This is an optimization exercise on Yosys and OpenROAD, whose aim is small area, a short achievable clock period and few clock cycles per item, not a production implementation.
Function was not checked in any run shown here: the RTL went through the layout flow alone.
No activity file was given, so power comes from the tool's default toggle rates.

==> flow/design.v, too long to show whole: its modules and the start of the top module <==
// module mjl_queue: 35 lines
// module mjl_front: 41 lines
// module mjl_loop_tree: 886 lines
// module mjl_noise_tree: 826 lines
// module markov_jump_langevin_angle_step_top: 219 lines
module markov_jump_langevin_angle_step_top (
    input  logic        i_clk,
    input  logic        i_rst_n,
    input  logic        i_in_valid,
    output logic        o_in_ready,
    input  logic        i_mode,
    input  logic [31:0] i_start_angle,
    input  logic [1:0]  i_start_state,
    input  logic [15:0] i_uniform_event,
    input  logic [15:0] i_uniform_choice,
    input  logic [15:0] i_gaussian_sample,
    output logic        o_out_valid,
    input  logic        i_out_ready,
    output logic [31:0] o_angle,
    output logic [1:0]  o_state,
    output logic [31:0] o_target_angle,
    output logic [15:0] o_rotations,
    input  logic        i_cfg_we,
    input  logic [2:0]  i_cfg_idx,
    input  logic [63:0] i_cfg_data
);
  // ...
==> flow/run.sh <==
#!/bin/bash
# synth_recipe.tcl (not shown) runs the flow's synth.tcl, then flattens the netlist and writes it again
# the make line also repeats each setting of config.mk as NAME=value (left out here)
make -C /OpenROAD-flow-scripts/flow DESIGN_CONFIG=/design/flow/config.mk WORK_HOME=/design/flow/orfs CLKGATE_MAP_FILE= SYNTH_SCRIPT=/design/flow/synth_recipe.tcl finish
==> flow/config.mk <==
export PLATFORM = sky130hd
export DESIGN_NAME = markov_jump_langevin_angle_step_top
export DESIGN_NICKNAME = markov_jump_langevin_angle_step_top
export VERILOG_FILES = /design/flow/design.v
export SDC_FILE = /design/flow/constraint.sdc
export NUM_CORES = 4
export LEC_CHECK = 0
export CAP_MARGIN = 20
export CORE_MARGIN = 2
export CORE_UTILIZATION = 40
export SETUP_SLACK_MARGIN = 5
export SLEW_MARGIN = 20
==> flow/constraint.sdc <==
create_clock -name core_clock -period 14.0 [get_ports {i_clk}]
set_input_delay 2.8000 -clock core_clock [delete_from_list [all_inputs] [get_ports {i_clk}]]
set_output_delay 2.8000 -clock core_clock [all_outputs]
set_load 0.01 [all_outputs]
==> impl_metrics.csv, run 1 <==
group,metric,value,unit
power,p_int,7.92,mW
worst_setup_path,r2r_end,"r2_x[46]",
grt,globalRoute.busiestLayer,"met2",
drt,vias_per_cell,5.72,
worst_setup_path,crit_arrival,9190,ps
floorplan,n_tap_cell,2175,
synth,synthCells,7115,
cells_and_area,flops_and_latches,715,
synth,synth_xor_area_share,9.93,%
synth,synthMuxAreaShare,4.27,%
floorplan,fp-row-count,148,
drt,highest_layer,"met5",
run,maxCapViolCount,0,
grt,antenna_found_initial,6,
timing,worst_pin_slew,1150,ps
synth,synth_top_area_share,15.5,%
synth,synth_fp_nets,8127,
timing,fmax,0.114,GHz
drt,dr.pass1.iters,8,
power,power_density,213,mW/mm^2
synth,synthTopCellsByCount,"nand2_1 (893), inv_1 (801), a22oi_1 (553)",
timing,setup_viol,0,
worst_setup_path,r2r_cells,29,
drt,drt_iter0_markers,5252,
power,powerComb,10.6,mW
drt,wirelength,224000,um
worst_setup_path,cpMaxStageDelayCell,"fa_1",
run_status,status,"timing/DRC/antenna clean",
synth,synthArstFlopShare,0,%
==> run 2: changes to the inputs <==
==> flow/flow/run.sh (new file) <==
#!/bin/bash
# Standard layout, with repair_timing aiming at a setup slack margin of
# SETUP_MARGIN ns instead of 0.
set -euo pipefail
bash standard.sh SETUP_SLACK_MARGIN=${SETUP_MARGIN:-9} finish > standard.log 2>&1
==> flow/standard.sh (new file) <==
#!/bin/bash
# synth_recipe.tcl (not shown) runs the flow's synth.tcl, then flattens the netlist and writes it again
# the make line also repeats each setting of config.mk as NAME=value (left out here)
make -C /OpenROAD-flow-scripts/flow DESIGN_CONFIG=/design/flow/config.mk WORK_HOME=/design/flow/orfs CLKGATE_MAP_FILE= SYNTH_SCRIPT=/design/flow/synth_recipe.tcl "${@:-finish}"
--- a/flow/config.mk
+++ b/flow/config.mk
@@ -8,5 +8,4 @@
 export CAP_MARGIN = 20
 export CORE_MARGIN = 2
 export CORE_UTILIZATION = 40
-export SETUP_SLACK_MARGIN = 5
 export SLEW_MARGIN = 20
removed: flow/run.sh
==> run 2 against run 1 <==
Net effect:
- still clean
- first-iteration DRC count increased by 14%
- clock power increased by 6%
- sequential share of layout area decreased by 2.8 points
- die area unchanged
- critical path type unchanged
- largest power group unchanged
- highest routed layer unchanged
==> impl_metrics.csv, run 2 <==
group,metric,value,unit
worst_setup_path,cp_data_required_time,14680,ps
clock_tree,postCtsHoldBufs,0,
floorplan,io_pins,239,
worst_setup_path,cp_slowest_stage_delay,520,ps
worst_setup_path,worstSetupPathType,"register to register",
cells_and_area,syn_to_final_growth,27.0,%
run,maxCapViolCount,0,
drt,wl_per_cell,25.9,um
timing,fmax,0.136,GHz
placed_design,dp_hpwl,170000,um
cells_and_area,final_common_cell,"nand2_1",
min_path,min_from,"u_queue.o_word[6]",
timing,hold_viol_final,0,
floorplan,fp-row-count,148,
clock_tree,root_buffer,"clkbuf_16",
synth,synth_fp_nets,8127,
worst_setup_path,cp-start-kind,"register",
synth,ys_seq_area_share,26.6,%
placed_design,routabilityCongestion,0.942,
clock_tree,cts.sinks,715,
run_status,status,"timing/DRC/antenna clean",
clock_tree,htree_levels,3,
timing,max_slew_margin,15.8,%
worst_setup_path,cp-end-kind,"register",
timing,skew,68.8,ps
grt,grt_pass1_wl,369000,um
synth,ys_types,101,
floorplan,initial_utilization,40.2,%
clock_tree,clk_pin_slew,60,ps
power,power_density,248,mW/mm^2
timing,maxSlewViolCount,0,
synth,yosysMostFrequentCell,"nand2_1",
synth,syn_avg_cell_area,9.21,um^2
synth,yosys_warnings,3,
floorplan,fp.dieH,409,um
power,peakVddDrop,0.465,mV
placed_design,dp.cells,9125,
worst_setup_path,crit_arrival,8060,ps
worst_setup_path,crit_path_end,"r_tr[33]",
worst_setup_path,rr_startpoint,"r_s[0]",
synth,synthTopCellsByArea,"fa_1 (16%), edfxtp_1 (14%), dfxtp_1 (12%), ha_1 (6.7%), a22oi_1 (6.3%)",
clock_tree,clk_latency,760,ps
timing,finalCriticalPeriod,7370,ps
synth,syn-cell-area,0.0655,mm^2
worst_setup_path,r2r_end,"r_tr[33]",
synth,synthCells,7115,
cells_and_area,layout_common_cells,"nand2_1 (857), inv_1 (764), a22oi_1 (489)",
cells_and_area,final_core_util,51.1,%
cells_and_area,drive_gt1_share,22.1,%
timing,setup_viol,0,
clock_tree,clockBufferDepth,3,
worst_setup_path,cp_max_fo,4,
grt,gr-total-overflow,0,
worst_setup_path,cpMaxStageDelayCell,"mux4_2",
worst_setup_path,cp.buffers_inverters,4,
clock_tree,tritoncts,"yes",
cells_and_area,instances_no_fill,9776,
drt,vias_per_cell,5.83,
grt,antenna_found_initial,14,
synth,synthArstFlopShare,0,%
worst_setup_path,r2r_slack,6630,ps
synth,synth-seq-cells,715,
timing,worst_pin_slew,1260,ps
grt,grt_pass1_vias,55700,
floorplan,die_w,409,um
cells_and_area,final_nets,8530,
grt,grt_max_degree,279,
worst_setup_path,crit_cells,34,
drt,wirelength,254000,um
drt,drt_iter0_markers,5977,
floorplan,core_area,0.163,mm^2
synth,synth_top_area_share,15.5,%
drt,dr.pass1.iters,9,
worst_setup_path,critPathLaunch,"r_s[0]",
synth,synth-edff-count,312,
drt,ant_nets,0,
clock_tree,cts_buffers,86,
grt,grt_usage,29.3,%
timing,setup_tns,0,ps
drt,vias,57000,
worst_setup_path,r2r_cells,34,
timing,rsz0062_at_grt,"yes",
min_path,worst_hold_path_type,"register to register",
synth,synth_top_area_cell,"fa_1",
drt,route.detailed.drc,0,
synth,synthTopCellsByCount,"nand2_1 (893), inv_1 (801), a22oi_1 (553)",
worst_setup_path,critPathTopFamily,"compound AO/OA/AOI/OAI gates",
placed_design,port_buffers,238,
timing,fin_crit_sh,52.7,%
synth,ys.flop_type,"dfxtp_1",
floorplan,dieArea,0.167,mm^2
power,p_leak,32.8,nW
[run 2: cell counts after synthesis]
Identical to the previous run, type by type.
[run 2: cell type report]
type,count,area (um^2)
Clock inverter,44,554
Timing Repair Buffer,834,9080
Sequential cell,715,17500
Antenna cell,9,22.5
Multi-Input combinational cell,5071,47600
Clock buffer,118,2540
Inverter,809,3110
Timing Repair inverter,1,8.76
Tap cell,2175,2720
Fill cell,14600,79600
[run 2: per-layer routing]
metal	vias to the layer above	track usage, %	share of wire (%)
li1	25000	-	-
met1	28300	37.2	39
met2	2873	46.5	46
met3	810	6.13	8.8
met4	4	16.4	6.6
met5	-	0	0.0095
[run 2: worst min-delay path by stage]
stage                      endpoint  slack (ps)  cells past startpoint
floorplan            o_rotations[0]         400                      0
global placement    o_rotations[12]         400                      0
detailed placement  o_rotations[10]         400                      0
CTS                         r1_x[6]         410                      0
global route         o_rotations[5]         410                      0
finish                      r1_x[6]         400                      0
[run 2: report_power, final]
group          switching, mW  internal, mW  total (mW)
combinational           8.68          6.89        15.6
sequential             0.147          2.48        2.63
clock                   1.02          1.42        2.44
total                   9.86          10.8        20.6
[run 2: worst reg2reg max path, delay by kind of cell (launching register included)]
| family | cells | cell delay, ps |
|---|---|---|
| DFF | 1 | 370 |
| AOI/OAI and AO/OA | 19 | 3600 |
| buffers and inverters | 4 | 500 |
| muxes | 2 | 840 |
| adders and majority gates | 4 | 960 |
| xor gates and xnor gates | 1 | 220 |
| and+or+nand+nor | 4 | 840 |
[run 2: logic make-up (layout without fill, tap and decap cells)]
kind of cell / after synthesis / after routing / share of synthesized area [%]
AO/OA/AOI/OAI: 1741 / 1743 / 18.7
AND/OR/NAND/NOR: 1531 / 1540 / 10.6
buffers and inverters: 1340 / 1806 / 7.77
adder cells (fa/ha/maj): 857 / 857 / 22.2
XOR/XNOR: 743 / 743 / 9.93
flip-flops: 715 / 715 / 26.6
multiplexers: 188 / 188 / 4.27
other: 0 / 9 / 0
[run 2: through the flow]
stage / setup WS (ps) / total power [mW] / hold WS, ps / cell area (um^2)
6_report: 6630 / 20.6 / 400 / 83200
5_1_grt: 6460 / 21.8 / 413 / 83200
4_1_cts: 6690 / 19.0 / 410 / 80900
3_5_place_dp: 4420 / 14.0 / 405 / 71100
3_3_place_gp: 4510 / 13.9 / 405 / 71100
2_1_floorplan: 7050 / 10.9 / 400 / 68000
[run 2: what timing repair did]
action,4_1_cts,5_1_grt
setup endpoints to repair,225,176
buffers inserted,323,114
pin swaps,279,226
resized for setup,710,270
cloned,40,3
==> module mjl_queue, before the edit <==
module mjl_queue (
    input  logic                       i_clk,
    input  logic                       i_rst_n,
    input  logic                       i_accept,
    input  logic [mjl_pkg::WORD_W-1:0] i_word,
    input  logic                       i_adv,
    output logic                       o_ready,
    output logic                       o_valid,
    output logic [mjl_pkg::WORD_W-1:0] o_word
);
    logic                       r_sk_v;
    logic [mjl_pkg::WORD_W-1:0] r_sk_w;
    assign o_ready = !r_sk_v;
    always_ff @(posedge i_clk) begin
        if (!i_rst_n) begin
            o_valid <= 1'b0;
            r_sk_v  <= 1'b0;
        end else if (i_adv) begin
            o_valid <= r_sk_v || i_accept;
            r_sk_v  <= 1'b0;
        end else if (i_accept) begin
            if (!o_valid) o_valid <= 1'b1;
            else          r_sk_v  <= 1'b1;
        end
    end
    always_ff @(posedge i_clk) begin
        if (i_adv) begin
            if (r_sk_v) o_word <= r_sk_w;
            else if (i_accept) o_word <= i_word;
        end else if (i_accept && !o_valid) begin
            o_word <= i_word;
        end
        if (!i_adv && i_accept && o_valid) r_sk_w <= i_word;
    end
endmodule
==> module mjl_front, before the edit <==
module mjl_front (
    input  logic [mjl_pkg::WORD_W-1:0] i_word,
    input  logic [1:0]                 i_s,
    input  logic signed [15:0]         i_r,
    input  logic signed [33:0]         i_tr,
    input  logic [63:0]                i_leave,
    input  logic [63:0]                i_cdf0,
    input  logic [63:0]                i_cdf1,
    output logic [1:0]                 o_s,
    output logic signed [15:0]         o_r,
    output logic signed [33:0]         o_tr
);
    logic        mode;
    logic [15:0] ue, uc, lv, c0, c1;
    logic [1:0]  p, to;
    logic        up, dn;
    always_comb begin
        mode = i_word[48];
        ue   = i_word[47:32];
        uc   = i_word[31:16];
        lv   = i_leave[16*i_s +: 16];
        c0   = i_cdf0[16*i_s +: 16];
        c1   = i_cdf1[16*i_s +: 16];
        if (c0 > uc)      p = 2'd0;
        else if (c1 > uc) p = 2'd1;
        else              p = 2'd2;
        to = (p < i_s) ? p : p + 2'd1;
        if (mode == mjl_pkg::MODE_START) o_s = i_word[33:32];
        else if (ue < lv)                o_s = to;
        else                             o_s = i_s;
        up = mode && i_s == 2'd3 && o_s == 2'd0 && i_r != 16'sh7fff;
        dn = mode && i_s == 2'd0 && o_s == 2'd3 && i_r != 16'sh8000;
        if (mode == mjl_pkg::MODE_START) begin
            o_r  = 16'sd0;
            o_tr = 34'sd0;
        end else begin
            o_r  = i_r + $signed({{15{dn}}, up | dn});
            o_tr = i_tr + (up ? mjl_pkg::TWO_PI_THIRD : dn ? -mjl_pkg::TWO_PI_THIRD : 34'sd0);
        end
    end
endmodule
==> module markov_jump_langevin_angle_step_top, before the edit <==
module markov_jump_langevin_angle_step_top (
    input  logic        i_clk,
    input  logic        i_rst_n,
    input  logic        i_in_valid,
    output logic        o_in_ready,
    input  logic        i_mode,
    input  logic [31:0] i_start_angle,
    input  logic [1:0]  i_start_state,
    input  logic [15:0] i_uniform_event,
    input  logic [15:0] i_uniform_choice,
    input  logic [15:0] i_gaussian_sample,
    output logic        o_out_valid,
    input  logic        i_out_ready,
    output logic [31:0] o_angle,
    output logic [1:0]  o_state,
    output logic [31:0] o_target_angle,
    output logic [15:0] o_rotations,
    input  logic        i_cfg_we,
    input  logic [2:0]  i_cfg_idx,
    input  logic [63:0] i_cfg_data
);
    logic [63:0] r_leave;
    logic [63:0] r_cdf0, r_cdf1;    
    logic [63:0] r_rest;
    logic [7:0]  r_kn;              
    logic [8:0]  r_k1, r_k2;
    logic [31:0] r_gain;
    logic [7:0] kn_w;
    logic [8:0] k1_w, k2_w;
    always_comb begin
        logic [18:0] k;
        k = {1'b0, i_cfg_data[16:0], 1'b0};
        for (int i = 0; i < 9; i++) begin
            logic b2, b1, b0;
            b2 = k[2*i+2]; b1 = k[2*i+1]; b0 = k[2*i];
            if (i < 8) kn_w[i] = b2 & ~(b1 & b0);
            k1_w[i] = b1 ^ b0;
            k2_w[i] = (b2 & ~b1 & ~b0) | (~b2 & b1 & b0);
        end
    end
    always_ff @(posedge i_clk) begin
        if (!i_rst_n) begin
            r_leave <= '0;
            r_cdf0  <= '0;
            r_cdf1  <= '0;
            r_rest  <= '0;
            r_kn    <= '0;
            r_k1    <= 9'h100;    
            r_k2    <= '0;
            r_gain  <= '0;
        end else if (i_cfg_we) begin
            case (i_cfg_idx)
                mjl_pkg::REG_LEAVE_PROB: r_leave <= i_cfg_data;
                mjl_pkg::REG_CDF_S0: begin r_cdf0[15:0]  <= i_cfg_data[15:0]; r_cdf1[15:0]  <= i_cfg_data[31:16]; end
                mjl_pkg::REG_CDF_S1: begin r_cdf0[31:16] <= i_cfg_data[15:0]; r_cdf1[31:16] <= i_cfg_data[31:16]; end
                mjl_pkg::REG_CDF_S2: begin r_cdf0[47:32] <= i_cfg_data[15:0]; r_cdf1[47:32] <= i_cfg_data[31:16]; end
                mjl_pkg::REG_CDF_S3: begin r_cdf0[63:48] <= i_cfg_data[15:0]; r_cdf1[63:48] <= i_cfg_data[31:16]; end
                mjl_pkg::REG_REST_ANGLE: r_rest <= i_cfg_data;
                mjl_pkg::REG_HOLD_GAIN: begin r_kn <= kn_w; r_k1 <= k1_w; r_k2 <= k2_w; end
                mjl_pkg::REG_NOISE_GAIN: r_gain <= i_cfg_data[31:0];
                default: ;
            endcase
        end
    end
    logic                       adv;       
    logic                       accept;
    logic [mjl_pkg::WORD_W-1:0] new_word, i_word;
    logic                       i_v;
    assign adv      = !o_out_valid || i_out_ready;
    assign accept   = i_in_valid && o_in_ready;
    assign new_word = (i_mode == mjl_pkg::MODE_START)
                    ? {i_mode, 14'd0, i_start_state, i_start_angle}
                    : {i_mode, i_uniform_event, i_uniform_choice, i_gaussian_sample};
    mjl_queue u_queue (
        .i_clk    (i_clk),
        .i_rst_n  (i_rst_n),
        .i_accept (accept),
        .i_word   (new_word),
        .i_adv    (adv),
        .o_ready  (o_in_ready),
        .o_valid  (i_v),
        .o_word   (i_word)
    );
    logic               r1_v, r1_mode;
    logic [31:0]        r1_x;       
    logic [1:0]         r_s;        
    logic signed [15:0] r_r;        
    logic signed [33:0] r_tr;       
    logic [1:0]         s_new;
    logic signed [15:0] r_new;
    logic signed [33:0] tr_new;
    mjl_front u_front (
        .i_word  (i_word),
        .i_s     (r_s),
        .i_r     (r_r),
        .i_tr    (r_tr),
        .i_leave (r_leave),
        .i_cdf0  (r_cdf0),
        .i_cdf1  (r_cdf1),
        .o_s     (s_new),
        .o_r     (r_new),
        .o_tr    (tr_new)
    );
    always_ff @(posedge i_clk) begin
        if (!i_rst_n) begin
            r1_v <= 1'b0;
            r_s  <= 2'd0;
            r_r  <= 16'sd0;
            r_tr <= 34'sd0;
        end else if (adv) begin
            r1_v <= i_v;
            if (i_v) begin
                r_s  <= s_new;
                r_r  <= r_new;
                r_tr <= tr_new;
            end
        end
    end
    always_ff @(posedge i_clk) begin
        if (adv && i_v) begin
            r1_mode <= i_word[48];
            r1_x    <= i_word[31:0];
        end
    end
    logic               r2_v;
    logic [48:0]        r2_x;       
    logic [1:0]         r2_s;
    logic signed [15:0] r2_r;
    logic signed [31:0] r2_t;
    logic signed [34:0] t_sum;
    logic signed [31:0] t1;         
    logic [52:0]        n_s, n_c, dp;
    always_comb begin
        t_sum = $signed({16'd0, r_rest[16*r_s +: 16], 3'b000}) + 35'(r_tr);
        if (t_sum > 35'sd2147483647)       t1 = 32'sh7fffffff;
        else if (t_sum < -35'sd2147483648) t1 = 32'sh80000000;
        else                               t1 = t_sum[31:0];
    end
    mjl_noise_tree u_noise (
        .i_gn (r_gain),
        .i_g  ((r1_mode == mjl_pkg::MODE_STEP) ? r1_x[15:0] : 16'd0),
        .i_t  ((r1_mode == mjl_pkg::MODE_STEP) ? t1 : r1_x),
        .o_s  (n_s),
        .o_c  (n_c)
    );
    assign dp = n_s + n_c;
    always_ff @(posedge i_clk) begin
        if (!i_rst_n) r2_v <= 1'b0;
        else if (adv) r2_v <= r1_v;
    end
    always_ff @(posedge i_clk) begin
        if (adv && r1_v) begin
            r2_x <= dp[52:4];
            r2_s <= r_s;
            r2_r <= r_r;
            r2_t <= t1;
        end
    end
    logic signed [32:0] r_e;        
    logic signed [32:0] tnext;      
    logic [52:0]        l_s, l_c, x1, x2;
    logic [52:16]       s2, c2;
    logic [36:0]        w_neg;
    logic               ovf;
    logic signed [31:0] a_step;
    logic signed [32:0] e_step, e_new, y, cmax, cmin;
    mjl_loop_tree u_loop (
        .i_e  (r_e),
        .i_kn (r_kn),
        .i_k1 (r_k1),
        .i_k2 (r_k2),
        .i_dp ({r2_x, 4'b0000}),
        .o_s  (l_s),
        .o_c  (l_c)
    );
    always_comb begin
        tnext = r1_v ? 33'(t1) : 33'sd0;
        x1    = l_s + l_c;
        w_neg = ~{{4{tnext[32]}}, tnext};
        for (int k = 16; k < 53; k++) begin
            s2[k] = l_s[k] ^ l_c[k] ^ w_neg[k-16];
            if (k < 52)
                c2[k+1] = (l_s[k] & l_c[k]) | (l_s[k] & w_neg[k-16]) | (l_c[k] & w_neg[k-16]);
        end
        c2[16] = 1'b1;
        x2   = {s2, l_s[15:0]} + {c2, l_c[15:0]};
        ovf  = !(&x1[52:47] || !(|x1[52:47]));
        cmax = 33'sd2147483647 - tnext;
        cmin = -33'sd2147483648 - tnext;
        if (ovf) begin
            a_step = x1[52] ? 32'sh80000000 : 32'sh7fffffff;
            e_step = x1[52] ? cmin : cmax;
        end else begin
            a_step = x1[47:16];
            e_step = x2[48:16];
        end
        y = r_e - tnext;
        if (r1_v && r1_mode == mjl_pkg::MODE_START) e_new = 33'sd0;
        else if (r2_v)                              e_new = e_step;
        else                                        e_new = y;
    end
    always_ff @(posedge i_clk) begin
        if (!i_rst_n) begin
            r_e         <= 33'sd0;
            o_out_valid <= 1'b0;
        end else if (adv) begin
            r_e         <= e_new;
            o_out_valid <= r2_v;
        end
    end
    always_ff @(posedge i_clk) begin
        if (adv && r2_v) begin
            o_angle        <= a_step;
            o_state        <= r2_s;
            o_target_angle <= r2_t;
            o_rotations    <= r2_r;
        end
    end
endmodule
==> run 3: changes to the inputs <==
--- a/flow/design.v
+++ b/flow/design.v
@@ -22,29 +22,13 @@
     output logic                       o_valid,
     output logic [mjl_pkg::WORD_W-1:0] o_word
 );
-    logic                       r_sk_v;
-    logic [mjl_pkg::WORD_W-1:0] r_sk_w;
-    assign o_ready = !r_sk_v;
+    assign o_ready = !o_valid || i_adv;
     always_ff @(posedge i_clk) begin
-        if (!i_rst_n) begin
-            o_valid <= 1'b0;
-            r_sk_v  <= 1'b0;
-        end else if (i_adv) begin
-            o_valid <= r_sk_v || i_accept;
-            r_sk_v  <= 1'b0;
-        end else if (i_accept) begin
-            if (!o_valid) o_valid <= 1'b1;
-            else          r_sk_v  <= 1'b1;
-        end
+        if (!i_rst_n)     o_valid <= 1'b0;
+        else if (o_ready) o_valid <= i_accept;
     end
     always_ff @(posedge i_clk) begin
-        if (i_adv) begin
-            if (r_sk_v) o_word <= r_sk_w;
-            else if (i_accept) o_word <= i_word;
-        end else if (i_accept && !o_valid) begin
-            o_word <= i_word;
-        end
-        if (!i_adv && i_accept && o_valid) r_sk_w <= i_word;
+        if (i_accept) o_word <= i_word;
     end
 endmodule
 module mjl_front (
@@ -60,25 +44,25 @@
     output logic signed [33:0]         o_tr
 );
     logic        mode;
-    logic [15:0] ue, uc, lv, c0, c1;
-    logic [1:0]  p, to;
+    logic [15:0] ue, uc;
+    logic [7:0]  nxt;               
     logic        up, dn;
     always_comb begin
         mode = i_word[48];
         ue   = i_word[47:32];
         uc   = i_word[31:16];
-        lv   = i_leave[16*i_s +: 16];
-        c0   = i_cdf0[16*i_s +: 16];
-        c1   = i_cdf1[16*i_s +: 16];
-        if (c0 > uc)      p = 2'd0;
-        else if (c1 > uc) p = 2'd1;
-        else              p = 2'd2;
-        to = (p < i_s) ? p : p + 2'd1;
+        for (int s = 0; s < 4; s++) begin
+            logic [1:0] p, to;
+            if (i_cdf0[16*s +: 16] > uc)      p = 2'd0;
+            else if (i_cdf1[16*s +: 16] > uc) p = 2'd1;
+            else                              p = 2'd2;
+            to = (p < 2'(s)) ? p : p + 2'd1;
+            nxt[2*s +: 2] = (ue < i_leave[16*s +: 16]) ? to : 2'(s);
+        end
         if (mode == mjl_pkg::MODE_START) o_s = i_word[33:32];
-        else if (ue < lv)                o_s = to;
-        else                             o_s = i_s;
-        up = mode && i_s == 2'd3 && o_s == 2'd0 && i_r != 16'sh7fff;
-        dn = mode && i_s == 2'd0 && o_s == 2'd3 && i_r != 16'sh8000;
+        else                             o_s = nxt[2*i_s +: 2];
+        up = mode && i_s == 2'd3 && nxt[7:6] == 2'd0 && i_r != 16'sh7fff;
+        dn = mode && i_s == 2'd0 && nxt[1:0] == 2'd3 && i_r != 16'sh8000;
         if (mode == mjl_pkg::MODE_START) begin
             o_r  = 16'sd0;
             o_tr = 34'sd0;
@@ -1868,7 +1852,7 @@
     logic                       accept;
     logic [mjl_pkg::WORD_W-1:0] new_word, i_word;
     logic                       i_v;
-    assign adv      = !o_out_valid || i_out_ready;
+    assign adv      = (!o_out_valid || i_out_ready) && !r_ovf;
     assign accept   = i_in_valid && o_in_ready;
     assign new_word = (i_mode == mjl_pkg::MODE_START)
                     ? {i_mode, 14'd0, i_start_state, i_start_angle}
@@ -1886,6 +1870,7 @@
     logic               r1_v, r1_mode;
     logic [31:0]        r1_x;       
     logic [1:0]         r_s;        
+    logic [15:0]        r1_rest;    
     logic signed [15:0] r_r;        
     logic signed [33:0] r_tr;       
     logic [1:0]         s_new;
@@ -1922,9 +1907,10 @@
         if (adv && i_v) begin
             r1_mode <= i_word[48];
             r1_x    <= i_word[31:0];
+            r1_rest <= r_rest[16*s_new +: 16];
         end
     end
-    logic               r2_v;
+    logic               r2_v, r2_mode;
     logic [48:0]        r2_x;       
     logic [1:0]         r2_s;
     logic signed [15:0] r2_r;
@@ -1933,7 +1919,7 @@
     logic signed [31:0] t1;         
     logic [52:0]        n_s, n_c, dp;
     always_comb begin
-        t_sum = $signed({16'd0, r_rest[16*r_s +: 16], 3'b000}) + 35'(r_tr);
+        t_sum = $signed({16'd0, r1_rest, 3'b000}) + 35'(r_tr);
         if (t_sum > 35'sd2147483647)       t1 = 32'sh7fffffff;
         else if (t_sum < -35'sd2147483648) t1 = 32'sh80000000;
         else                               t1 = t_sum[31:0];
@@ -1953,19 +1939,21 @@
     always_ff @(posedge i_clk) begin
         if (adv && r1_v) begin
             r2_x <= dp[52:4];
+            r2_mode <= r1_mode;
             r2_s <= r_s;
             r2_r <= r_r;
             r2_t <= t1;
         end
     end
     logic signed [32:0] r_e;        
+    logic               r_ovf, r_ovf_neg, r_out_v;
     logic signed [32:0] tnext;      
     logic [52:0]        l_s, l_c, x1, x2;
     logic [52:16]       s2, c2;
     logic [36:0]        w_neg;
     logic               ovf;
-    logic signed [31:0] a_step;
-    logic signed [32:0] e_step, e_new, y, cmax, cmin;
+    logic signed [31:0] a_clamp;
+    logic signed [32:0] e_new, y, e_fix;
     mjl_loop_tree u_loop (
         .i_e  (r_e),
         .i_kn (r_kn),
@@ -1987,35 +1975,39 @@
         c2[16] = 1'b1;
         x2   = {s2, l_s[15:0]} + {c2, l_c[15:0]};
         ovf  = !(&x1[52:47] || !(|x1[52:47]));
-        cmax = 33'sd2147483647 - tnext;
-        cmin = -33'sd2147483648 - tnext;
-        if (ovf) begin
-            a_step = x1[52] ? 32'sh80000000 : 32'sh7fffffff;
-            e_step = x1[52] ? cmin : cmax;
-        end else begin
-            a_step = x1[47:16];
-            e_step = x2[48:16];
-        end
         y = r_e - tnext;
-        if (r1_v && r1_mode == mjl_pkg::MODE_START) e_new = 33'sd0;
-        else if (r2_v)                              e_new = e_step;
+        a_clamp = r_ovf_neg ? 32'sh80000000 : 32'sh7fffffff;
+        e_fix   = 33'(a_clamp) - ((r2_v && r2_mode == mjl_pkg::MODE_STEP) ? 33'(r2_t) : 33'sd0);
+        if (r_ovf)                                  e_new = (r2_v && r2_mode == mjl_pkg::MODE_START) ? r_e : e_fix;
+        else if (r1_v && r1_mode == mjl_pkg::MODE_START) e_new = 33'sd0;
+        else if (r2_v)                              e_new = x2[48:16];
         else                                        e_new = y;
     end
+    assign o_out_valid = r_out_v && !r_ovf;
     always_ff @(posedge i_clk) begin
         if (!i_rst_n) begin
-            r_e         <= 33'sd0;
-            o_out_valid <= 1'b0;
-        end else if (adv) begin
-            r_e         <= e_new;
-            o_out_valid <= r2_v;
+            r_e     <= 33'sd0;
+            r_out_v <= 1'b0;
+            r_ovf   <= 1'b0;
+        end else begin
+            if (adv || r_ovf) r_e <= e_new;
+            if (adv) begin
+                r_out_v <= r2_v;
+                r_ovf   <= r2_v && ovf;
+            end else begin
+                r_ovf   <= 1'b0;
+            end
         end
     end
     always_ff @(posedge i_clk) begin
         if (adv && r2_v) begin
-            o_angle        <= a_step;
+            o_angle        <= x1[47:16];
+            r_ovf_neg      <= x1[52];
             o_state        <= r2_s;
             o_target_angle <= r2_t;
             o_rotations    <= r2_r;
+        end else if (r_ovf) begin
+            o_angle        <= a_clamp;
         end
     end
 endmodule
==> flow/run.sh (new file) <==
#!/bin/bash
# synth_recipe.tcl (not shown) runs the flow's synth.tcl, then flattens the netlist and writes it again
# the make line also repeats each setting of config.mk as NAME=value (left out here)
make -C /OpenROAD-flow-scripts/flow DESIGN_CONFIG=/design/flow/config.mk WORK_HOME=/design/flow/orfs CLKGATE_MAP_FILE= SYNTH_SCRIPT=/design/flow/synth_recipe.tcl finish
--- a/flow/config.mk
+++ b/flow/config.mk
@@ -8,4 +8,5 @@
 export CAP_MARGIN = 20
 export CORE_MARGIN = 2
 export CORE_UTILIZATION = 40
+export SETUP_SLACK_MARGIN = 5
 export SLEW_MARGIN = 20
removed: flow/flow/run.sh
removed: flow/standard.sh
==> run 3 against run 2 <==
Net effect:
- still clean
- final area down 11%
- synthesized cell count is 4.3% higher
- register-to-register slack got worse by 1100 ps
- power shrank 12%
- final cell count fell by 1.3%
- wire length down 11%
- critical endpoint is now r2_x[47]
- highest routed layer unchanged
==> impl_metrics.csv, run 3 <==
group,metric,value,unit
run_status,status,"timing/DRC/antenna clean",
placed_design,placed_area,0.0709,mm^2
synth,ys_seq_area_share,24.8,%
worst_setup_path,cp-start-kind,"register",
timing,setup_tns,0,ps
synth,yosysMostFrequentCell,"nand2_1",
drt,vias,54300,
clock_tree,root_buffer,"clkbuf_16",
power,p_clk_share,12.7,%
placed_design,port_buffers,238,
timing,maxSlewViolCount,0,
worst_setup_path,cp_data_required_time,14460,ps
grt,grt_pass1_vias,53600,
clock_tree,htree_levels,3,
placed_design,dp_hpwl,160000,um
synth,synthTopCellsByArea,"fa_1 (15%), edfxtp_1 (13%), dfxtp_1 (12%), ha_1 (9.8%), a22oi_1 (6.0%)",
synth,synthAdderAreaFrac,25.1,%
power,peakVddDrop,0.320,mV
grt,grt_pass1_wl,337000,um
power,p_leak,30.1,nW
drt,drt_iter0_markers,4867,
cells_and_area,layout_common_cells,"nand2_1 (900), inv_1 (886), a22oi_1 (532)",
drt,wirelength,225000,um
timing,fmax,0.118,GHz
clock_tree,cts_buffers,80,
timing,max_slew_margin,22.4,%
min_path,worst_hold_path_type,"register to register",
synth,yosys_warnings,3,
synth,ys.flop_type,"dfxtp_1",
timing,finalCriticalPeriod,8500,ps
drt,dr.pass1.iters,6,
worst_setup_path,worstSetupPathType,"register to register",
grt,antenna_found_initial,12,
synth,syn_avg_cell_area,8.97,um^2
synth,synth_xor_area_share,9.89,%
timing,fin_crit_sh,60.7,%
drt,ant_nets,0,
synth,synthCells,7423,
synth,synthTopCellsByCount,"nand2_1 (903), inv_1 (888), a22oi_1 (532)",
timing,hold_viol_final,0,
cells_and_area,final_common_cell,"nand2_1",
grt,gr-total-overflow,0,
synth,synthArstFlopShare,0,%
cells_and_area,final_nets,8567,
clock_tree,clockBufferDepth,3,
clock_tree,tritoncts,"yes",
synth,synth-seq-cells,684,
synth,syn-cell-area,0.0666,mm^2
synth,synth_top_area_share,15.3,%
synth,synth_top_family_by_area,"adder cells",
clock_tree,post_cts_buffers,0,
cells_and_area,final_area,0.0739,mm^2
floorplan,fp.dieH,412,um
power,p_int,9.22,mW
drt,route.detailed.drc,0,
grt,grt_max_degree,135,
floorplan,dieArea,0.170,mm^2
cells_and_area,syn_to_final_growth,11.0,%
timing,skew,64.8,ps
power,power_density,247,mW/mm^2
synth,ys_types,100,
clock_tree,clk_pin_slew,60,ps
floorplan,die_w,412,um
grt,grt_usage,26.0,%
synth,synthMuxAreaShare,1.95,%
synth,synth_compound_area_share,19.5,%
placed_design,routabilityCongestion,0.976,
clock_tree,postCtsHoldBufs,0,
power,p_comb_share,72.6,%
drt,wl_per_cell,23.3,um
synth,synth_top_area_cell,"fa_1",
cells_and_area,drive_gt1_share,5.88,%
floorplan,io_pins,239,
synth,synth_fp_nets,8607,
drt,vias_per_cell,5.63,
clock_tree,clk_latency,730,ps
floorplan,core_area,0.165,mm^2
floorplan,initial_utilization,40.3,%
worst_setup_path,cp-end-kind,"register",
timing,setup_viol,0,
clock_tree,cts_resized,0,
power,swShare,49.5,%
synth,synth-simple-area-share,10.7,%
power,p_switching,9.04,mW
worst_setup_path,cp_max_fo,32,
timing,worst_pin_slew,1160,ps
worst_setup_path,crit_arrival,8960,ps
run,maxCapViolCount,0,
floorplan,fp-row-count,149,
synth,synth-edff-count,281,
clock_tree,cts.sinks,684,
power,pwr-share-seq,14.8,%
timing,rsz0062_at_grt,"no",
-- run 3: final cells by class --
| cell class | instances | area, um^2 |
|---|---|---|
| fillers | 16200 | 91300 |
| clock buffers | 102 | 2220 |
| clock inverters | 48 | 681 |
| diodes | 7 | 17.5 |
| repair buffers | 385 | 3500 |
| flip-flops and latches | 684 | 16500 |
| inverters | 896 | 3360 |
| well taps | 2189 | 2740 |
| multi-input cells | 5336 | 44900 |
-- run 3: kinds of logic after synthesis --
family	count (synthesis)
AO/OA/AOI/OAI	1850
XOR/XNOR	751
AND/OR/NAND/NOR	1581
multiplexers	125
adder cells (fa/ha/maj)	1029
buffers and inverters	1403
flip-flops	684
-- run 3: final timing paths --
path                start             end  slack (ps)  cells after the start
hold / removal    r2_r[2]  o_rotations[2]         410                      0
setup reg to reg  r1_mode        r2_x[47]        5500                     27
hold reg to reg   r2_r[2]  o_rotations[2]         410                      0
setup / recovery  r1_mode        r2_x[47]        5500                     27
-- run 3: critical path: stages, from the launching register on --
cell       delay (ps)
edfxtp_1          320
buf_4             330
clkinv_1          770
a21oi_4           340
buf_4             450
a22oi_1           150
xnor2_1           200
fa_1              530
inv_1              50
fa_1              430
fa_1              510
fa_1              520
inv_1              60
fa_1              510
inv_1              50
ha_1              370
a21o_1            180
a21o_1            160
a21oi_1           240
nor2_1             70
o21ai_0           280
o2111ai_2         220
a31oi_2           340
o22ai_1           190
or4_1             460
a31o_1            230
a21oi_1           160
xor2_1             90
-- run 3: stage by stage --
stage,hold slack [ps],cells,setup WS (ps),total power [mW],util [%]
2_1_floorplan,400,7423,6190,12.4,-
3_3_place_gp,404,9489,5820,15.6,43.0
3_5_place_dp,405,9489,5630,15.7,43.0
4_1_cts,414,9639,5620,18.1,44.7
5_1_grt,423,9642,5160,19.8,44.7
6_report,412,9647,5500,18.3,44.7
-- run 3: layer usage --
layer,track usage (%),part of all wire [%]
met5,0,0.014
met4,11.2,4.5
met3,5.98,8.7
met2,40.8,45
met1,34.3,42
-- run 3: power by group through the flow --
stage | combinational [mW] | sequential, mW | clock (mW)
2_1_floorplan | 9.74 | 2.68 | 0
3_3_place_gp | 12.9 | 2.73 | 0
3_5_place_dp | 13.0 | 2.74 | 0
4_1_cts | 13.1 | 2.69 | 2.36
5_1_grt | 14.7 | 2.71 | 2.43
6_report | 13.3 | 2.70 | 2.31

[afterwards: timing with drivers on the ports]
In the flow no input, the clock included, has a driving cell. The finished layouts below were timed again as built, in two steps.
Step 1 (the two cells are an assumption about what drives the block):
set clk [get_ports {i_clk}]
set_driving_cell -lib_cell sky130_fd_sc_hd__clkbuf_16 $clk
set_driving_cell -lib_cell sky130_fd_sc_hd__buf_2 [delete_from_list [all_inputs] $clk]
Step 2 also shifts input and output timing later by t, the mid clock arrival at the registers, as if the neighbouring blocks saw the same clock.
Slacks: ideal / step 1 / step 2; pairs: ideal / step 1.
run | t (ns) | setup slack, ns | slew at the worst register clock pin (ns) | worst data-port slew with drivers (ns) | cell pins on the clock port's net
run 1 | 0.781 | 5.260 / 5.260 / 5.260 | 0.07 / 0.07 | 0.07 | 1
run 2 | 0.801 | 6.626 / 6.626 / 6.626 | 0.07 / 0.07 | 0.20 | 1
run 3 | 0.776 | 5.502 / 5.502 / 5.502 | 0.07 / 0.07 | 0.12 | 1
After both steps every run listed still meets setup and hold.
